This design comes from an exercise in tuning for small area and a short achievable clock period on the open sky130 flow, not from production work.
Function was checked by simulation only, so behaviour that the tests miss may differ from the original.
Power and IR drop assume default switching activity.

Design mcdf_arb_n, start of the top module:
module mcdf_arb_n #(
    parameter  int NCH   = 4,
    parameter  int DW    = 32,
    parameter  int DEPTH = 32,
    localparam int ID_W  = (NCH > 1) ? $clog2(NCH) : 1
) (
    input  logic                clk_i,
    input  logic                rstn_i,
    input  logic [NCH*DW-1:0]   ch_data_i,
    input  logic [NCH-1:0]      ch_valid_i,
    output logic [NCH-1:0]      ch_ready_o,
    input  logic [NCH-1:0]      cfg_en_i,
    input  logic [NCH*2-1:0]    cfg_prio_i,
    input  logic [NCH*3-1:0]    cfg_pkglen_i,
    output logic [NCH*8-1:0]    margin_o,
    input  logic                f2a_id_req_i,
    input  logic                f2a_ack_i,
    output logic                a2f_val_o,
    output logic [ID_W-1:0]     a2f_id_o,
    output logic [DW-1:0]       a2f_data_o,
    output logic [2:0]          a2f_pkglen_sel_o
);
Size in the first run: roughly 6800 cells after synthesis, roughly 4200 flip-flops, ~230 I/O pins, ~150000 µm² of cells after synthesis.
Settings: LEC_CHECK=0, CAP_MARGIN=20, CORE_MARGIN=2, CORE_UTILIZATION=70, CTS_BUF_LIST=sky130_fd_sc_hd__clkbuf_16, CTS_CLUSTER_DIAMETER=80, CTS_CLUSTER_SIZE=28, SETUP_SLACK_MARGIN=4.5, SLEW_MARGIN=20, SYNTH_HIERARCHICAL=1; clock period 8.0 ns.
standard.sh (not shown) runs the stock make flow with config.mk's settings and CLKGATE_MAP_FILE= SYNTH_SCRIPT=/design/flow/synth_recipe.tcl, a recipe that flattens the netlist after the stock synthesis.
==> flow/flow/run.sh <==
#!/bin/bash
# Own layout flow: the standard flow (standard synthesis, floorplan, power
# grid, placement, CTS, routing) with two changes:
#  - the port buffers are sky130 buf_2 cells instead of the delay-buffer
#    cells buffer_ports picks by default;
#  - CTS uses clkbuf_16 with larger sink clusters and inserts no dummy loads.
# The full output of the ORFS run goes to flow.log; ORFS writes each step's
# own log under orfs/logs/.
set -euo pipefail
export BUFFER_PORTS_ARGS="-buffer_cell sky130_fd_sc_hd__buf_2"
export CTS_ARGS="-sink_clustering_enable -repair_clock_nets -dont_use_dummy_load -sink_clustering_size 28 -sink_clustering_max_diameter 80 -buf_list sky130_fd_sc_hd__clkbuf_16"
bash standard.sh > flow.log 2>&1
The starting point ran to the end with no violations.
Edit:
--- a/flow/design.v
+++ b/flow/design.v
@@ -25,28 +25,28 @@
     localparam int RD = DEPTH - 1;
     logic            xfer, val;
     logic [NCH-1:0]  cur;               
     logic [DW-1:0]   head   [NCH];
     logic [DW-1:0]   sreg   [NCH][RD];
     logic [CW-1:0]   mgn    [NCH];      
     logic [CW-1:0]   mgn_nx [NCH];
-    logic [NCH-1:0]  full, one;         
+    logic [NCH-1:0]  nfull, one;        
     logic [DW-1:0]   rdat   [NCH];
     logic [NCH-1:0]  empty, push, pop, elig, h_din, h_mem;
     logic [ID_W-1:0] rr_ptr;
     logic            grant_go, xfer_pop, last, val_nx;
     logic [AW-1:0]   wcnt;
     logic [NCH-1:0]  win;
     logic [ID_W-1:0] winner;
     logic [2:0]      win_len;
     always_comb begin
         for (int n = 0; n < NCH; n++) begin
             empty[n]           = mgn[n][AW];
-            ch_ready_o[n]      = cfg_en_i[n] && !full[n];
-            push[n]            = ch_valid_i[n] && cfg_en_i[n] && !full[n];
+            ch_ready_o[n]      = cfg_en_i[n] && nfull[n];
+            push[n]            = ch_valid_i[n] && cfg_en_i[n] && nfull[n];
             pop[n]             = xfer_pop && cur[n];
             elig[n]            = cfg_en_i[n] && !empty[n];
             margin_o[n*8 +: 8] = 8'(mgn[n]);
             h_din[n]           = push[n] && (empty[n] || (one[n] && pop[n]));
             h_mem[n]           = pop[n] && !one[n];
             mgn_nx[n]          = mgn[n];
             if (push[n] && !pop[n])      mgn_nx[n] = mgn[n] - CW'(1);
@@ -105,20 +105,18 @@
     localparam int NN = (NA + 3) / 4;         
     for (genvar n = 0; n < NCH; n++) begin : g_rd
         logic [3*NA-1:0]    sel;
         logic [DW*3*NA-1:0] dat;
         always_comb begin
             sel = '0;
             dat = '0;
-            for (int i = 0; i < RD - 1; i++) begin
-                sel[i]          = (mgn[n][AW-1:0] == AW'(RD - 1 - i));
+            for (int i = 0; i < RD; i++) begin
+                sel[i]          = (mgn[n] == CW'(RD - 1 - i));
                 dat[i*DW +: DW] = sreg[n][i];
             end
-            sel[RD-1]                = full[n];
-            dat[(RD-1)*DW +: DW]     = sreg[n][RD-1];
             sel[RD]          = h_din[n];
             dat[RD*DW +: DW] = ch_data_i[n*DW +: DW];
         end
         for (genvar b = 0; b < DW; b++) begin : g_b
             logic [NA-1:0] t;
             logic [NN-1:0] u;
             for (genvar k = 0; k < NA; k++) begin : g_a
@@ -211,21 +209,21 @@
             end
         end
     end
     always_ff @(posedge clk_i or negedge rstn_i) begin
         if (!rstn_i) begin
             for (int n = 0; n < NCH; n++) begin
                 mgn[n]   <= CW'(DEPTH);
-                full[n]  <= 1'b0;
+                nfull[n] <= 1'b1;
                 one[n]   <= 1'b0;
             end
         end else begin
             for (int n = 0; n < NCH; n++) begin
                 mgn[n]   <= mgn_nx[n];
-                full[n]  <= (mgn_nx[n] == '0);
+                nfull[n] <= (mgn_nx[n] != '0);
                 one[n]   <= (mgn_nx[n] == CW'(DEPTH - 1));
             end
         end
     end
     always_ff @(posedge clk_i) begin
         for (int n = 0; n < NCH; n++) begin
             if (h_din[n] || h_mem[n]) head[n] <= rdat[n];
Outcome: The changed run ran to the end with no violations. Final area came out lower slightly. Worst setup slack improves by 0.071 ns. Sequential power stays flat. Fmax increases slightly. Power falls by a few percent. Wire length went up slightly. Core utilization drops by 0.37 points. Die area hardly moves. Via count is about the same. Clock-buffer cell count goes down by 1. Hold slack gets worse by 0.0092 ns. Critical path depth went up by 4. Final cell count falls slightly. Register-to-register slack gets better by 0.03 ns.

[static timing again, ports no longer ideal]
No port has a modelled driver above. Below, the same layouts with a new extraction and two added sets of constraints.
Step 1 assumes that a clkbuf_16 drives the clock port and a buf_2 every other input.
Step 2 times the ports against the registers' clock, not the clock port: input delays grow and output delays shrink by t, the midpoint of the rising clock arrivals with the driver on.
Slacks: no drivers / after step 1 / after step 2; pairs: no drivers / after step 1.
run	t, ns	slack for setup (ns)	worst hold slack (ns)
the first run	0.943	4.311 / 4.100 / 3.591	0.424 / 0.424 / 0.424
the second run	0.929	4.382 / 4.401 / 3.472	0.414 / 0.414 / 0.414
After both steps every run listed still meets setup and hold. For the second run, which loses most, drivers alone change the setup slack by +0.019 ns; drivers and shift together by -0.910 ns.
